What follows belongs to an exercise in optimizing a design on an open flow for small area, a short achievable clock period and few clock cycles; a production flow would make more cautious choices. RTL that was checked went through simulation tests only; none was proved equivalent to the original. Function not checked in run 1: the RTL went through the layout flow alone. No activity file was given, so power comes from the tool's default toggle rates.

==> flow/design.v <==
package core_pkg;
    typedef enum logic [6-1:0] {
        OP_NOP   = 6'h00,
        OP_ADD   = 6'h01,
        OP_SUB   = 6'h02,
        OP_AND   = 6'h03,
        OP_OR    = 6'h04,
        OP_MOV   = 6'h05,
        OP_ADDI  = 6'h06,
        OP_BEQZ  = 6'h07,
        OP_BNEQZ = 6'h08,
        OP_JALR  = 6'h09,
        OP_DONE  = 6'h0A
    } opcode_e;
    typedef enum logic [1:0] {
        NET_PC    = 2'd0,
        NET_INSTR = 2'd1,
        NET_REG   = 2'd2,
        NET_NONE  = 2'd3
    } net_op_e;
    typedef enum logic {
        IDLE = 1'b0,
        RUN  = 1'b1
    } state_e;
    typedef struct packed {
        opcode_e                 opcode;
        logic [5-1:0]  rd;
        logic [5-1:0]  rs;
    } instr_reg_s;
    typedef struct packed {
        opcode_e                       opcode;
        logic [5-1:0]        rd;
        logic signed [5-1:0] imm;
    } instr_imm_s;
    typedef union packed {
        instr_reg_s r;
        instr_imm_s i;
    } instr_u;
endpackage
`timescale 1ns/100ps
module net_core (
    input  logic                      clk,
    input  logic                      n_reset,
    input  logic                      pkt_valid_i,
    input  logic [10-1:0] pkt_id_i,
    input  logic [1:0]                pkt_op_i,
    input  logic [8-1:0]  pkt_addr_i,
    input  logic [32-1:0]   pkt_data_i,
    output logic                      running_o,
    output logic                      exception_o,
    output logic                      trace_we_o,
    output logic [5-1:0]    trace_addr_o,
    output logic [32-1:0]   trace_data_o
);
    localparam logic [3:0] C_NOP  = 4'd0,  C_ADD  = 4'd1,  C_SUB  = 4'd2,
                           C_AND  = 4'd3,  C_OR   = 4'd4,  C_MOV  = 4'd5,
                           C_ADDI = 4'd6,  C_BEQZ = 4'd7,  C_BNEZ = 4'd8,
                           C_JALR = 4'd9,  C_DONE = 4'd10, C_JR   = 4'd11,
                           C_J    = 4'd12;
    localparam int NB = 4;   
    logic running_r;
    logic pkt_hit;
    logic start;
    logic reg_pkt;
    assign pkt_hit = pkt_valid_i && (pkt_id_i == 10'd1);
    assign start   = pkt_hit && !running_r && (pkt_op_i == 2'd0);
    assign reg_pkt = pkt_hit && !running_r && (pkt_op_i == 2'd2)
                     && (pkt_addr_i[7:5] == 3'd0) && (pkt_addr_i[4:0] != 5'd0);
    assign running_o = running_r;
    always_ff @(posedge clk)
    begin
        if (!n_reset)
            exception_o <= 1'b0;
        else if (pkt_hit && running_r && (pkt_op_i == 2'd0))
            exception_o <= 1'b1;
    end
    function automatic logic [13:0] encode(input logic [15:0] w);
        logic [3:0] c;
        logic       rd0;
        rd0 = (w[9:5] == 5'd0);
        case (w[15:10])
            6'h01:   c = rd0 ? C_NOP : C_ADD;
            6'h02:   c = rd0 ? C_NOP : C_SUB;
            6'h03:   c = rd0 ? C_NOP : C_AND;
            6'h04:   c = rd0 ? C_NOP : C_OR;
            6'h05:   c = rd0 ? C_NOP : C_MOV;
            6'h06:   c = rd0 ? C_NOP : C_ADDI;
            6'h07:   c = rd0 ? C_J   : C_BEQZ;
            6'h08:   c = rd0 ? C_NOP : C_BNEZ;
            6'h09:   c = rd0 ? C_JR  : C_JALR;
            6'h0A:   c = C_DONE;
            default: c = C_NOP;
        endcase
        encode = {c, w[9:0]};
    endfunction
    logic        iw_v;
    logic [7:0]  iw_a;
    logic [13:0] iw_d;
    always_ff @(posedge clk)
    begin
        if (!n_reset)
            iw_v <= 1'b0;
        else
            iw_v <= pkt_hit && !running_r && (pkt_op_i == 2'd1);
        iw_a <= pkt_addr_i;
        iw_d <= encode(pkt_data_i[15:0]);
    end
    logic [13:0] imem [0:255];
    logic [255:0] im_sel;
    logic [13:0]  im_rd;
    for (genvar i = 0; i < 256; i++)
    begin : g_im
        always_ff @(posedge clk)
        begin
            if (iw_v && (iw_a == i))
                imem[i] <= iw_d;
        end
    end
    always_comb
    begin
        for (int i = 0; i < 256; i++)
            im_sel[i] = (pc_r == i);
        im_rd = 14'd0;
        for (int i = 0; i < 256; i++)
            im_rd = im_rd | ({14{im_sel[i]}} & imem[i]);
    end
    logic [7:0]  pc_r;
    logic        fd_valid;
    logic [13:0] fd_ins;
    logic [7:0]  fd_pc;
    logic        fd_fold;
    logic        fd_ftype;       
    logic        de_valid;
    logic        de_wr, de_alu, de_add, de_sub, de_and, de_or, de_mov, de_link;
    logic        de_beqz, de_bnez, de_j, de_jr, de_imm;
    logic [4:0]  de_rd;
    logic [4:0]  de_rs;
    logic [7:0]  de_pc;
    logic [7:0]  de_tgt;
    logic [7:0]  de_lnk;
    logic [31:0] de_a;
    logic [31:0] de_b;
    logic        de_az;
    logic        de_fold;
    logic        de_ftype;
    logic        de_fwa;
    logic        de_fwb;
    logic        w_we;
    logic        w_alu;
    logic [4:0]  w_rd;
    logic [31:0] w_res;
    logic [7:0]  w_pc;
    logic        w_zero;
    assign w_zero  = (w_res == 32'd0);
    assign trace_we_o   = w_we;
    assign trace_addr_o = w_rd;
    assign trace_data_o = w_res;
    logic        fwd_a, fwd_b;
    logic [31:0] a, b;
    logic        a_zero;
    logic [31:0] addsub;
    logic [31:0] alu_res;
    logic        e_live;
    logic        br_taken;
    logic        redir_e;
    logic [7:0]  e_tgt;
    logic        res_zero;
    logic        fold_miss;
    logic        done_d;
    logic        kill_fd;
    function automatic logic sum_zero(input logic [31:0] x, input logic [31:0] y,
                                      input logic cin);
        sum_zero = ((x ^ y) == {x[30:0] | y[30:0], cin});
    endfunction
    assign fwd_a  = de_fwa;
    assign fwd_b  = de_fwb;
    assign a      = fwd_a ? w_res : de_a;
    assign b      = fwd_b ? w_res : de_b;
    assign a_zero = fwd_a ? w_zero : de_az;
    assign addsub  = a + (b ^ {32{de_sub}}) + {31'd0, de_sub};
    assign alu_res = ({32{de_add}}  & addsub)
                   | ({32{de_and}}  & (a & b))
                   | ({32{de_or}}   & (a | b))
                   | ({32{de_mov}}  & b)
                   | ({32{de_link}} & {24'd0, de_lnk});
    assign res_zero = (de_add && sum_zero(a, b ^ {32{de_sub}}, de_sub))
                    || (de_and && ((a & b) == 32'd0))
                    || (de_or  && ((a | b) == 32'd0))
                    || (de_mov && (b == 32'd0));
    assign fold_miss = de_fold && (de_ftype ? !res_zero : res_zero);
    assign e_live   = de_valid;
    assign br_taken = (de_beqz && a_zero) || (de_bnez && !a_zero) || de_j;
    assign redir_e  = e_live && (br_taken || de_jr || fold_miss);
    assign e_tgt    = de_jr ? b[7:0] : de_tgt;
    assign done_d   = fd_valid && (fd_ins[13:10] == C_DONE) && !redir_e;
    assign kill_fd  = redir_e || done_d;
    always_ff @(posedge clk)
    begin
        if (!n_reset)
            w_we   <= 1'b0;
        else
            w_we   <= e_live && de_wr;
        w_alu   <= de_alu;
        w_rd    <= de_rd;
        w_res   <= alu_res;
        w_pc    <= de_pc;
    end
    always_ff @(posedge clk)
    begin
        if (!n_reset)
            running_r <= 1'b0;
        else if (start)
            running_r <= 1'b1;
        else if (done_d)
            running_r <= 1'b0;
    end
    logic [NB-1:0] bt_v;
    logic [7:0]    bt_tag [NB];
    logic [7:0]    bt_tgt [NB];
    logic [NB-1:0] bt_eq;
    logic [1:0]    bt_rr;
    logic          bt_hit;
    logic [7:0]    bt_hit_tgt;
    logic          bt_hit_type;
    logic          bt_alloc;
    always_comb
    begin
        bt_hit      = 1'b0;
        bt_hit_tgt  = 8'd0;
        bt_hit_type = 1'b0;
        for (int i = 0; i < NB; i++)
        begin
            if (bt_v[i] && (bt_tag[i] == pc_r))
            begin
                bt_hit      = 1'b1;
                bt_hit_tgt  = bt_hit_tgt | bt_tgt[i];
                bt_hit_type = bt_hit_type | bt_eq[i];
            end
        end
    end
    assign bt_alloc = e_live && (de_beqz || de_bnez) && br_taken
                      && w_we && w_alu && (w_pc + 8'd1 == de_pc) && (w_rd == de_rd);
    always_ff @(posedge clk)
    begin
        if (!n_reset || iw_v)
            bt_v <= '0;
        else if (bt_alloc)
            bt_v[bt_rr] <= 1'b1;
        if (!n_reset)
            bt_rr <= '0;
        else if (bt_alloc)
            bt_rr <= bt_rr + 1'b1;
        if (bt_alloc)
        begin
            bt_tag[bt_rr] <= w_pc;
            bt_tgt[bt_rr] <= de_tgt;
            bt_eq[bt_rr]  <= de_beqz;
        end
    end
    always_ff @(posedge clk)
    begin
        if (!n_reset)
            pc_r <= 8'd0;
        else if (!running_r)
            pc_r <= pkt_addr_i;
        else if (redir_e)
            pc_r <= e_tgt;
        else if (bt_hit)
            pc_r <= bt_hit_tgt;
        else
            pc_r <= pc_r + 8'd1;
    end
    always_ff @(posedge clk)
    begin
        if (!n_reset)
            fd_valid <= 1'b0;
        else
            fd_valid <= running_r && !kill_fd;
        fd_ins   <= im_rd;
        fd_pc    <= pc_r;
        fd_fold  <= bt_hit;
        fd_ftype <= bt_hit_type;
    end
    logic [1023:0] rf;           
    logic [3:0]  d_op;
    logic [4:0]  d_rd, d_rs;
    logic [31:0] d_rdv, d_rsv;
    assign d_op = fd_ins[13:10];
    assign d_rd = fd_ins[9:5];
    assign d_rs = fd_ins[4:0];
    assign rf[31:0] = 32'd0;
    for (genvar i = 1; i < 32; i++)
    begin : g_rf
        always_ff @(posedge clk)
        begin
            if (w_we && (w_rd == i))
                rf[32*i +: 32] <= w_res;
        end
    end
    function automatic logic [31:0] rf_read(input logic [4:0] ad);
        logic [31:0] v;
        v = 32'd0;
        for (int i = 1; i < 32; i++)
            v = v | ({32{ad == i}} & rf[32*i +: 32]);
        if (w_we && (w_rd == ad))
            rf_read = w_res;
        else
            rf_read = v;
    endfunction
    assign d_rdv = rf_read(d_rd);
    assign d_rsv = rf_read(d_rs);
    always_ff @(posedge clk)
    begin
        if (!n_reset)
            de_valid <= 1'b0;
        else
            de_valid <= (fd_valid && !kill_fd) || reg_pkt;
        if (!running_r)
        begin
            de_wr   <= 1'b1;
            de_alu  <= 1'b0;
            de_add  <= 1'b0;
            de_sub  <= 1'b0;
            de_and  <= 1'b0;
            de_or   <= 1'b0;
            de_mov  <= 1'b1;
            de_link <= 1'b0;
            de_beqz <= 1'b0;
            de_bnez <= 1'b0;
            de_j    <= 1'b0;
            de_jr   <= 1'b0;
            de_imm  <= 1'b1;
            de_rd   <= pkt_addr_i[4:0];
            de_b    <= pkt_data_i;
            de_fold <= 1'b0;
            de_fwa  <= 1'b0;
            de_fwb  <= 1'b0;
        end
        else
        begin
            de_wr   <= (d_op >= C_ADD && d_op <= C_ADDI) || d_op == C_JALR;
            de_alu  <= (d_op >= C_ADD && d_op <= C_ADDI);
            de_add  <= d_op == C_ADD || d_op == C_SUB || d_op == C_ADDI;
            de_sub  <= d_op == C_SUB;
            de_and  <= d_op == C_AND;
            de_or   <= d_op == C_OR;
            de_mov  <= d_op == C_MOV;
            de_link <= d_op == C_JALR;
            de_beqz <= d_op == C_BEQZ;
            de_bnez <= d_op == C_BNEZ;
            de_j    <= d_op == C_J;
            de_jr   <= d_op == C_JALR || d_op == C_JR;
            de_imm  <= d_op == C_ADDI;
            de_rd   <= d_rd;
            de_b    <= (d_op == C_ADDI) ? {{27{d_rs[4]}}, d_rs} : d_rsv;
            de_fold <= fd_fold;
            de_fwa  <= de_valid && de_wr && (de_rd == d_rd);
            de_fwb  <= de_valid && de_wr && (de_rd == d_rs) && (d_op != C_ADDI);
        end
        de_rs    <= d_rs;
        de_pc    <= fd_pc;
        de_tgt   <= fd_pc + (fd_fold ? 8'd2 : {{3{d_rs[4]}}, d_rs});
        de_lnk   <= fd_pc + 8'd1;
        de_a     <= d_rdv;
        de_az    <= (d_rdv == 32'd0);
        de_ftype <= fd_ftype;
    end
endmodule
==> flow/run.sh <==
#!/bin/bash
# synth_recipe.tcl (not shown) runs the flow's synth.tcl, then flattens the netlist and writes it again
# the make line also repeats each setting of config.mk as NAME=value (left out here)
make -C /OpenROAD-flow-scripts/flow DESIGN_CONFIG=/design/flow/config.mk WORK_HOME=/design/flow/orfs CLKGATE_MAP_FILE= SYNTH_SCRIPT=/design/flow/synth_recipe.tcl finish
==> flow/config.mk <==
export PLATFORM = sky130hd
export DESIGN_NAME = net_core
export DESIGN_NICKNAME = net_core
export VERILOG_FILES = /design/flow/design.v
export SDC_FILE = /design/flow/constraint.sdc
export NUM_CORES = 4
export LEC_CHECK = 0
export CAP_MARGIN = 20
export CORE_MARGIN = 2
export CORE_UTILIZATION = 40
export SETUP_SLACK_MARGIN = 4.5
export SLEW_MARGIN = 20
==> flow/constraint.sdc <==
create_clock -name core_clock -period 7.2 [get_ports {clk}]
set_input_delay 1.4400 -clock core_clock [delete_from_list [all_inputs] [get_ports {clk}]]
set_output_delay 1.4400 -clock core_clock [all_outputs]
set_load 0.01 [all_outputs]
==> summary.txt, run 1 <==
GRT:
- The remaining global-route overflow is 3.
- The global router's overall resource usage is 64.9%.
- The number of global-route vias before repair was 156000.
- The first global-routing pass estimated 1920 mm of wire.
- Entering global routing, the biggest net connects 156 pins.

Run status:
- The flow did not finish.
- The first error in the log reads "[ERROR GRT-0116] Global routing finished with congestion. Check the congestion regions in the DRC Viewer".
- The failing step is global routing (5_1_grt).

Clock tree:
- The number of clock buffers added by TritonCTS is 532.
- The deepest level of the CTS H-tree is 6.
- The buffer type at the clock tree root is sky130_fd_sc_hd__clkbuf_16.
- The buffer depth of the longest clock path is 4.
- The number of clock sinks is 4866.

Synthesis:
- The cell area after synthesis is 187000 µm².
- Of the post-synthesis cell area, the dominant cell type holds 74.6%.
- Sorting the synthesized cells by how often they occur yields sky130_fd_sc_hd__edfxtp_1 (4644), sky130_fd_sc_hd__a22oi_1 (1984), sky130_fd_sc_hd__nor2_1 (839).
- Sorting the synthesized cells by area gives the leading types as sky130_fd_sc_hd__edfxtp_1 (75%), sky130_fd_sc_hd__a22oi_1 (8.0%), sky130_fd_sc_hd__dfxtp_1 (2.4%), sky130_fd_sc_hd__nor2_1 (1.7%), sky130_fd_sc_hd__a22o_1 (1.4%).
- The part of the Yosys area used for sequential elements is 77.0%.
- The average cell area after synthesis is 16.1 µm².
- The number of enable-type register cells in the synthesized netlist is 4644.
- The proportion of synthesized flip-flops having asynchronous set or reset is 0%.
- For this run, the leading register cell type out of synthesis is sky130_fd_sc_hd__edfxtp_1.
- Yosys printed 2 warnings.
- The dominant cell by count in the synthesized netlist is sky130_fd_sc_hd__edfxtp_1.
- In the synthesized netlist, the number of instances is 11600.
- The number of nets handed over by synthesis was 11800.
- Synthesis inferred 4866 register bits.
- The count of unique library cells instantiated by Yosys is 91.
- The synthesized design spends more area on one cell type than any other, namely sky130_fd_sc_hd__edfxtp_1.

Placement:
- The count of buffers from port buffering is 94.
- At the end of routability-driven placement, the weighted congestion stood at 1.32.
- Once placement finished, the instance area stood at 206000 µm².
- Detailed placement ended at an HPWL of 994 mm.

Die:
- The floorplan step set the die height to 688 µm.
- Pin placement for this block handled 95 I/O pins.
- The die is 688 µm wide.
- For this configuration, the core starts out at a cell density of 40.1%.
- The number of standard-cell rows in the floorplan is 251.
-- logic make-up after synthesis --
family                     share of synthesized area (%)
adders and majority gates                          0.556
muxes                                              0.583
xor gates and xnor gates                           0.813
buffers and inverters                               1.70
DFF                                                 77.0
AOI/OAI and AO/OA                                   13.4
and+or+nand+nor                                     6.02
-- routing by layer --
layer  GRT overflow  track usage, %
met5              1            37.4
met4              2            62.5
met3              0            55.6
met2              0            76.5
met1              0            64.4
-- metrics by stage --
step	instances	TNS [ps]	setup slack, ps
3_5_place_dp	18400	0	872
3_3_place_gp	18400	-1310	-664
2_1_floorplan	11600	0	3530
4_1_cts	20300	0	2810
-- worst max-delay path by stage --
stage / to / slack, ps
3_3_place_gp: fd_ins[5] / -660
4_1_cts: fd_ins[0] / 2810
2_1_floorplan: w_res[31] / 3530
3_5_place_dp: fd_ins[12] / 870
-- timing repair --
| action | CTS |
|---|---|
| endpoints found under the setup margin | 4548 |
| resized for setup | 2093 |
| buffers inserted | 871 |
| hold buffers | 0 |
| gates cloned | 67 |
| pin swaps | 584 |
-- power by group through the flow --
stage                     clock network, W  registers [W]  logic [W]
after floorplan                          0         0.0320    0.00276
after global placement                   0         0.0323    0.00671
after detailed placement                 0         0.0323    0.00658
after CTS                           0.0273         0.0317    0.00891
==> run 2: changes to the inputs <==
--- a/flow/design.v
+++ b/flow/design.v
@@ -106,23 +106,10 @@
         iw_d <= encode(pkt_data_i[15:0]);
     end
     logic [13:0] imem [0:255];
-    logic [255:0] im_sel;
-    logic [13:0]  im_rd;
-    for (genvar i = 0; i < 256; i++)
-    begin : g_im
-        always_ff @(posedge clk)
-        begin
-            if (iw_v && (iw_a == i))
-                imem[i] <= iw_d;
-        end
-    end
-    always_comb
+    always_ff @(posedge clk)
     begin
-        for (int i = 0; i < 256; i++)
-            im_sel[i] = (pc_r == i);
-        im_rd = 14'd0;
-        for (int i = 0; i < 256; i++)
-            im_rd = im_rd | ({14{im_sel[i]}} & imem[i]);
+        if (iw_v)
+            imem[iw_a] <= iw_d;
     end
     logic [7:0]  pc_r;
     logic        fd_valid;
@@ -132,7 +119,7 @@
     logic        fd_ftype;       
     logic        de_valid;
     logic        de_wr, de_alu, de_add, de_sub, de_and, de_or, de_mov, de_link;
-    logic        de_beqz, de_bnez, de_j, de_jr, de_imm;
+    logic        de_beqz, de_bnez, de_j, de_jr, de_done, de_imm;
     logic [4:0]  de_rd;
     logic [4:0]  de_rs;
     logic [7:0]  de_pc;
@@ -143,15 +130,19 @@
     logic        de_az;
     logic        de_fold;
     logic        de_ftype;
-    logic        de_fwa;
-    logic        de_fwb;
     logic        w_we;
     logic        w_alu;
     logic [4:0]  w_rd;
     logic [31:0] w_res;
     logic [7:0]  w_pc;
+    logic        w_fold;
+    logic        w_ftype;
     logic        w_zero;
+    logic        redir_w;
+    logic [7:0]  w_fall;
     assign w_zero  = (w_res == 32'd0);
+    assign redir_w = w_fold && (w_ftype ? !w_zero : w_zero);
+    assign w_fall  = w_pc + 8'd2;
     assign trace_we_o   = w_we;
     assign trace_addr_o = w_rd;
     assign trace_data_o = w_res;
@@ -164,16 +155,10 @@
     logic        br_taken;
     logic        redir_e;
     logic [7:0]  e_tgt;
-    logic        res_zero;
-    logic        fold_miss;
-    logic        done_d;
+    logic        done_e;
     logic        kill_fd;
-    function automatic logic sum_zero(input logic [31:0] x, input logic [31:0] y,
-                                      input logic cin);
-        sum_zero = ((x ^ y) == {x[30:0] | y[30:0], cin});
-    endfunction
-    assign fwd_a  = de_fwa;
-    assign fwd_b  = de_fwb;
+    assign fwd_a  = w_we && (w_rd == de_rd);
+    assign fwd_b  = w_we && (w_rd == de_rs) && !de_imm;
     assign a      = fwd_a ? w_res : de_a;
     assign b      = fwd_b ? w_res : de_b;
     assign a_zero = fwd_a ? w_zero : de_az;
@@ -183,27 +168,29 @@
                    | ({32{de_or}}   & (a | b))
                    | ({32{de_mov}}  & b)
                    | ({32{de_link}} & {24'd0, de_lnk});
-    assign res_zero = (de_add && sum_zero(a, b ^ {32{de_sub}}, de_sub))
-                    || (de_and && ((a & b) == 32'd0))
-                    || (de_or  && ((a | b) == 32'd0))
-                    || (de_mov && (b == 32'd0));
-    assign fold_miss = de_fold && (de_ftype ? !res_zero : res_zero);
-    assign e_live   = de_valid;
+    assign e_live   = de_valid && !redir_w;
     assign br_taken = (de_beqz && a_zero) || (de_bnez && !a_zero) || de_j;
-    assign redir_e  = e_live && (br_taken || de_jr || fold_miss);
+    assign redir_e  = e_live && (br_taken || de_jr);
     assign e_tgt    = de_jr ? b[7:0] : de_tgt;
-    assign done_d   = fd_valid && (fd_ins[13:10] == C_DONE) && !redir_e;
-    assign kill_fd  = redir_e || done_d;
+    assign done_e   = e_live && de_done;
+    assign kill_fd  = redir_w || redir_e || done_e;
     always_ff @(posedge clk)
     begin
         if (!n_reset)
+        begin
             w_we   <= 1'b0;
+            w_fold <= 1'b0;
+        end
         else
+        begin
             w_we   <= e_live && de_wr;
+            w_fold <= e_live && de_fold;
+        end
         w_alu   <= de_alu;
         w_rd    <= de_rd;
         w_res   <= alu_res;
         w_pc    <= de_pc;
+        w_ftype <= de_ftype;
     end
     always_ff @(posedge clk)
     begin
@@ -211,7 +198,7 @@
             running_r <= 1'b0;
         else if (start)
             running_r <= 1'b1;
-        else if (done_d)
+        else if (done_e)
             running_r <= 1'b0;
     end
     logic [NB-1:0] bt_v;
@@ -263,6 +250,8 @@
             pc_r <= 8'd0;
         else if (!running_r)
             pc_r <= pkt_addr_i;
+        else if (redir_w)
+            pc_r <= w_fall;
         else if (redir_e)
             pc_r <= e_tgt;
         else if (bt_hit)
@@ -276,7 +265,7 @@
             fd_valid <= 1'b0;
         else
             fd_valid <= running_r && !kill_fd;
-        fd_ins   <= im_rd;
+        fd_ins   <= imem[pc_r];
         fd_pc    <= pc_r;
         fd_fold  <= bt_hit;
         fd_ftype <= bt_hit_type;
@@ -298,14 +287,10 @@
         end
     end
     function automatic logic [31:0] rf_read(input logic [4:0] ad);
-        logic [31:0] v;
-        v = 32'd0;
-        for (int i = 1; i < 32; i++)
-            v = v | ({32{ad == i}} & rf[32*i +: 32]);
         if (w_we && (w_rd == ad))
             rf_read = w_res;
         else
-            rf_read = v;
+            rf_read = rf[32*ad +: 32];
     endfunction
     assign d_rdv = rf_read(d_rd);
     assign d_rsv = rf_read(d_rs);
@@ -329,12 +314,11 @@
             de_bnez <= 1'b0;
             de_j    <= 1'b0;
             de_jr   <= 1'b0;
+            de_done <= 1'b0;
             de_imm  <= 1'b1;
             de_rd   <= pkt_addr_i[4:0];
             de_b    <= pkt_data_i;
             de_fold <= 1'b0;
-            de_fwa  <= 1'b0;
-            de_fwb  <= 1'b0;
         end
         else
         begin
@@ -350,16 +334,15 @@
             de_bnez <= d_op == C_BNEZ;
             de_j    <= d_op == C_J;
             de_jr   <= d_op == C_JALR || d_op == C_JR;
+            de_done <= d_op == C_DONE;
             de_imm  <= d_op == C_ADDI;
             de_rd   <= d_rd;
             de_b    <= (d_op == C_ADDI) ? {{27{d_rs[4]}}, d_rs} : d_rsv;
             de_fold <= fd_fold;
-            de_fwa  <= de_valid && de_wr && (de_rd == d_rd);
-            de_fwb  <= de_valid && de_wr && (de_rd == d_rs) && (d_op != C_ADDI);
         end
         de_rs    <= d_rs;
         de_pc    <= fd_pc;
-        de_tgt   <= fd_pc + (fd_fold ? 8'd2 : {{3{d_rs[4]}}, d_rs});
+        de_tgt   <= fd_pc + {{3{d_rs[4]}}, d_rs};
         de_lnk   <= fd_pc + 8'd1;
         de_a     <= d_rdv;
         de_az    <= (d_rdv == 32'd0);
--- a/flow/config.mk
+++ b/flow/config.mk
@@ -8,5 +8,4 @@
 export CAP_MARGIN = 20
 export CORE_MARGIN = 2
 export CORE_UTILIZATION = 40
-export SETUP_SLACK_MARGIN = 4.5
 export SLEW_MARGIN = 20
==> summary.txt, run 2 <==
Run status:
- The run finished with no timing, DRC or antenna violations.

Power and ir drop:
- Across the VDD grid, the largest voltage drop is 0.000235 V.
- In this run the static leakage power is 66.2 nW.
- Summed over all nets, the switching power comes to 0.0149 W.
- The clock network is responsible for 39.6% of the overall power.
- Net switching is 23.6% of the power.
- The combinational share of power is 10.3%.
- The internal power of the cells totals 0.0482 W.
- In this run the power density over the cells is 282 nW/µm².
- Sequential cells burn 50.2% of the power.

Clock tree:
- The number of clock sinks was 4873 (+0.14%).
- The buffer depth of the longest clock path is 4 (unchanged).
- TritonCTS built the clock tree.
- The clock-pin slew on the worst setup and hold paths is 60 ps.
- The deepest level of the CTS H-tree is 5 (-1).
- The number of gates resized after cts is 0 (-100%).
- The total clock buffers created by CTS is 468 (-12%).
- The clock latency on the worst-skew pair is 1050 ps.
- The number of setup buffers added after CTS was 0 (-100%).
- The hold buffer count at CTS is 0 (unchanged).
- The tree is rooted in a sky130_fd_sc_hd__clkbuf_16.

GRT:
- In the global route stage, met2 resource usage came out at 35.5%.
- The initial antenna violation count is 26.
- For met3 alone, demand over resource in global routing was 3.32%.
- The met1 capacity usage during global routing is 30.2%.
- The remaining global-route overflow is 0.
- Global routing used 21.7% of the available tracks across all layers.
- The global-route wire length before repair is 769 mm.
- Entering global routing, the biggest net connects 230 pins.
- The number of global-route vias before repair was 98300.
- In this run the most used layer during global routing was met2.

Hold path:
- The class of the worst hold path is reg -> reg.
- In this run the most critical hold path is launched from de_ftype.
- The endpoint of the worst hold path is w_ftype.
- The count of cells along the worst hold path is 0.

Synthesis:
- The commonest cells after synthesis are sky130_fd_sc_hd__edfxtp_1 (4644), sky130_fd_sc_hd__mux4_2 (1764), sky130_fd_sc_hd__nor2_1 (389).
- The count of unique library cells instantiated by Yosys is 71 (-22%).
- The part of the Yosys area used for sequential elements is 73.3% (-3.7 points).
- The number of enable-type register cells in the synthesized netlist was 4644 (unchanged).
- The post-synthesis cell count is 8880 (-24%).
- The top-area cell type share of the netlist area is 70.9% (-3.6 points).
- The proportion of synthesized flip-flops having asynchronous set or reset is 0% (unchanged).
- The cell area after synthesis is 197000 µm² (+5.1%).
- The net count of the mapped netlist was 8985 (-24%).
- Yosys attributes the largest share of cell area to sky130_fd_sc_hd__edfxtp_1 (71%), sky130_fd_sc_hd__mux4_2 (20%), sky130_fd_sc_hd__dfxtp_1 (2.3%), sky130_fd_sc_hd__mux2i_1 (0.86%), sky130_fd_sc_hd__nor2_1 (0.74%).
- The count of state elements after synthesis came to 4873 (+0.14%).
- The most common cell in the synthesized netlist is sky130_fd_sc_hd__edfxtp_1.
- The average cell area after synthesis was 22.1 µm² (+38%).
- The cell type contributing the most total cell area after synthesis is sky130_fd_sc_hd__edfxtp_1.
- The prevailing post-synth register cell is sky130_fd_sc_hd__edfxtp_1.
- The count of yosys warnings during synthesis is 1 (-1).

Finish:
- The core utilization of the finished layout is 45.6%.
- Counting the fill cells in the layout gives 40200.
- The share of post-route cells with drive strength above 1 is 32.1%.
- The number of flip-flops under the largest register name is 3584.
- In the layout the commonest cells are sky130_fd_sc_hd__edfxtp_1 (4644), sky130_fd_sc_hd__mux4_2 (1764), sky130_fd_sc_hd__clkbuf_16 (478).
- The multi-input logic area is 50700 µm².
- The final net count is 9425.
- The register cell area after layout is 144000 µm².
- Ranked by flip-flop count, first place goes to imem.
- In the final layout, the registers with the most flip-flops are imem: 3584 flops, rf: 992 flops.
- Leaving out fill and tap cells, the most frequent cell in the layout is sky130_fd_sc_hd__edfxtp_1.
- The area growth from synthesis to layout is 13.7%.

Placement:
- The routability-driven placement congestion ratio is 0.824 (-38%).
- The count of buffers from port buffering was 94 (unchanged).
- The half-perimeter wire length after detailed placement is 321 mm (-68%).

Detailed routing:
- The number of remaining DRC errors is 0.
- The via-per-instance ratio is 6.03.
- The final routed wire length divided by cell count is 33.8 µm.
- The final route contains 97800 vias.
- The number of detailed-routing iterations run before antenna repair is 5.
- After the first detailed-routing iteration, the DRC count stood at 13200.
- Summed over all layers, the routed wires come to 549 mm.
- Once detail routing completed, the nets flagged for antenna violations numbered 0.

Die:
- The die covers 497000 µm².
- The number of standard-cell rows in the floorplan is 257 (+2.4%).
- The initial standard-cell utilization of the core is 40.1% (+0.050 points).
- The horizontal die dimension is 705 µm (+2.5%).
- The floorplan die height is 705 µm (+2.5%).
- The number of top-level pins is 95 (unchanged).
- The area of the core is 490000 µm².

Timing:
- The total count of hold-check failures in the final report came to 0.
- The setup violation total in the final timing report is 0.
- Adding up every negative setup slack in the final design gives 0 ps.
- The actual transition at the worst max-transition pin is 1320 ps.
- The largest clock skew in the final design is 82.4 ps.
- Measured against its own limit, the worst slew margin works out to 11.7%.
- The final worst-path cycle share is 75.0%.
- Setup repair after global routing left no endpoint under its margin.
- The worst path in the final design needs a cycle of 5400 ps, including I/O delays and setup.
- The count of pins over their slew limit was 0.
- For this run, the top clock speed supported by timing is 185 MHz.

Worst setup path:
- Data on the critical path is required at its endpoint by 8080 ps.
- The worst setup path is captured at a flip-flop.
- Of all nets on the critical path, the largest fanout is 34.
- The data arrival time of the critical path is 6280 ps.
- The source of the worst register-to-register timing path is w_rd[2].
- The worst setup path is of the reg -> reg kind.
- The end of the worst register-to-register path is w_res[30].
- For the worst flop-to-flop path, the logic depth is 16.
- STA classifies the critical path startpoint as a flip-flop.
- Across all register-to-register paths, the minimum setup slack is 1800 ps.

Run:
- The count of max-cap constraint violations is 0.
run 2: cell types whose count changed after synthesis, sizes merged, moves of 112 or more:
cell,previous run,this run
clkbuf,545,316
nor4,135,23
nand4,301,21
nor2,841,390
a221oi,275,10
a222oi,123,5
nand3,253,38
nand2,457,178
a22o,308,2
a22oi,1984,16
mux4,1,1764
run 2: area by class of cell:
| type | count | share of cell area [%] |
|---|---|---|
| Sequential cell | 4873 | 64.5 |
| Antenna cell | 19 | 0.0213 |
| Clock buffer | 578 | 5.62 |
| Timing Repair Buffer | 509 | 2.10 |
| Tap cell | 6475 | 3.63 |
| Multi-Input combinational cell | 3384 | 22.7 |
| Clock inverter | 295 | 1.31 |
| Inverter | 84 | 0.141 |
run 2: per-layer routing:
layer,vias up,routed length [µm]
li1,38800,-
met2,4664,269000
met1,53500,218000
met3,851,43700
met5,-,34
met4,4,17700
run 2: critical path, cell delays in order, from the launching register on:
cell and delay [ps]:
sky130_fd_sc_hd__dfxtp_1 570, sky130_fd_sc_hd__xor2_1 150, sky130_fd_sc_hd__nor4_1 470, sky130_fd_sc_hd__nand2_2 80, sky130_fd_sc_hd__buf_4 340, sky130_fd_sc_hd__mux2i_1 410, sky130_fd_sc_hd__xnor2_1 110, sky130_fd_sc_hd__ha_1 390
sky130_fd_sc_hd__nand3_1 140, sky130_fd_sc_hd__a21oi_1 210, sky130_fd_sc_hd__o21a_1 190, sky130_fd_sc_hd__o2111ai_1 210, sky130_fd_sc_hd__a2111oi_0 810, sky130_fd_sc_hd__o221ai_1 480, sky130_fd_sc_hd__o21ai_0 440, sky130_fd_sc_hd__nand4b_1 160
sky130_fd_sc_hd__o311ai_0 120
run 2: how the worst max path moves through the flow:
| stage | start | endpoint | slack (ps) |
|---|---|---|---|
| detailed placement | w_rd[2] | w_res[30] | 1810 |
| CTS | w_rd[2] | w_res[30] | 1770 |
| global route | w_rd[2] | w_res[30] | 1250 |
| global placement | w_rd[2] | w_res[24] | 1690 |
| floorplan | w_rd[0] | w_res[25] | 2310 |
| finish | w_rd[2] | w_res[30] | 1800 |
run 2: cell families after synthesis:
logic type	count (synthesis)	share of synthesized area, %
flip-flops	4873	73.3
multiplexers	1978	21.3
AND/OR/NAND/NOR	762	1.70
buffers and inverters	623	1.27
AO/OA/AOI/OAI	450	1.45
XOR/XNOR	144	0.642
adder cells (fa/ha/maj)	50	0.326
run 2: power groups by stage:
| stage | Clock [W] | Combinational [W] | Sequential [W] |
|---|---|---|---|
| after global placement | 0 | 0.00642 | 0.0323 |
| after floorplan | 0 | 0.00433 | 0.0321 |
| final | 0.0249 | 0.00646 | 0.0316 |
| after detailed placement | 0 | 0.00647 | 0.0323 |
| after global routing | 0.0264 | 0.00683 | 0.0317 |
| after CTS | 0.0253 | 0.00649 | 0.0316 |
run 2: stage by stage:
stage | hold WS, ps | worst slack (ps) | cells | cell area [µm²] | power, W
after floorplan | 310 | 2310 | 8880 | 197000 | 0.0364
after global placement | 311 | 1690 | 15300 | 208000 | 0.0387
after detailed placement | 313 | 1810 | 15300 | 208000 | 0.0387
after CTS | 334 | 1770 | 16200 | 223000 | 0.0634
after global routing | 339 | 1250 | 16200 | 223000 | 0.0648
final | 330 | 1800 | 16200 | 223000 | 0.0630
Testbench counts of run 2, summed over its fixed seeds: cycles 74,754.

-- separate check: timing with driven ports --
The flow's constraints put no driver on any port. The routed layout listed below was extracted and timed again, unchanged, in two steps. Step 1 (the two cells are an assumption about what drives the block):
set clk [get_ports {clk}]
set_driving_cell -lib_cell sky130_fd_sc_hd__clkbuf_16 $clk
set_driving_cell -lib_cell sky130_fd_sc_hd__buf_2 [delete_from_list [all_inputs] $clk]
Step 2 moves the port delays by t, midway between the first and last clock arrival at a register: inputs arrive t later, outputs are due t later. That takes back most of the time a late clock gives input paths. Slacks: ideal ports / drivers / drivers and shift; pairs: ideal ports / drivers.
run: run 2
t (ns): 1.107
slack for setup (ns): 1.799 / 1.799 / 1.799
latest minus earliest clock arrival (ns): 0.095 / 0.095
slew at the worst register clock pin (ns): 0.07 / 0.07
pins driven straight from the clock port: 1
After both steps run 2 still meets setup and hold. For run 2, drivers alone change the setup slack by 0.000 ns; drivers and shift together by 0.000 ns.
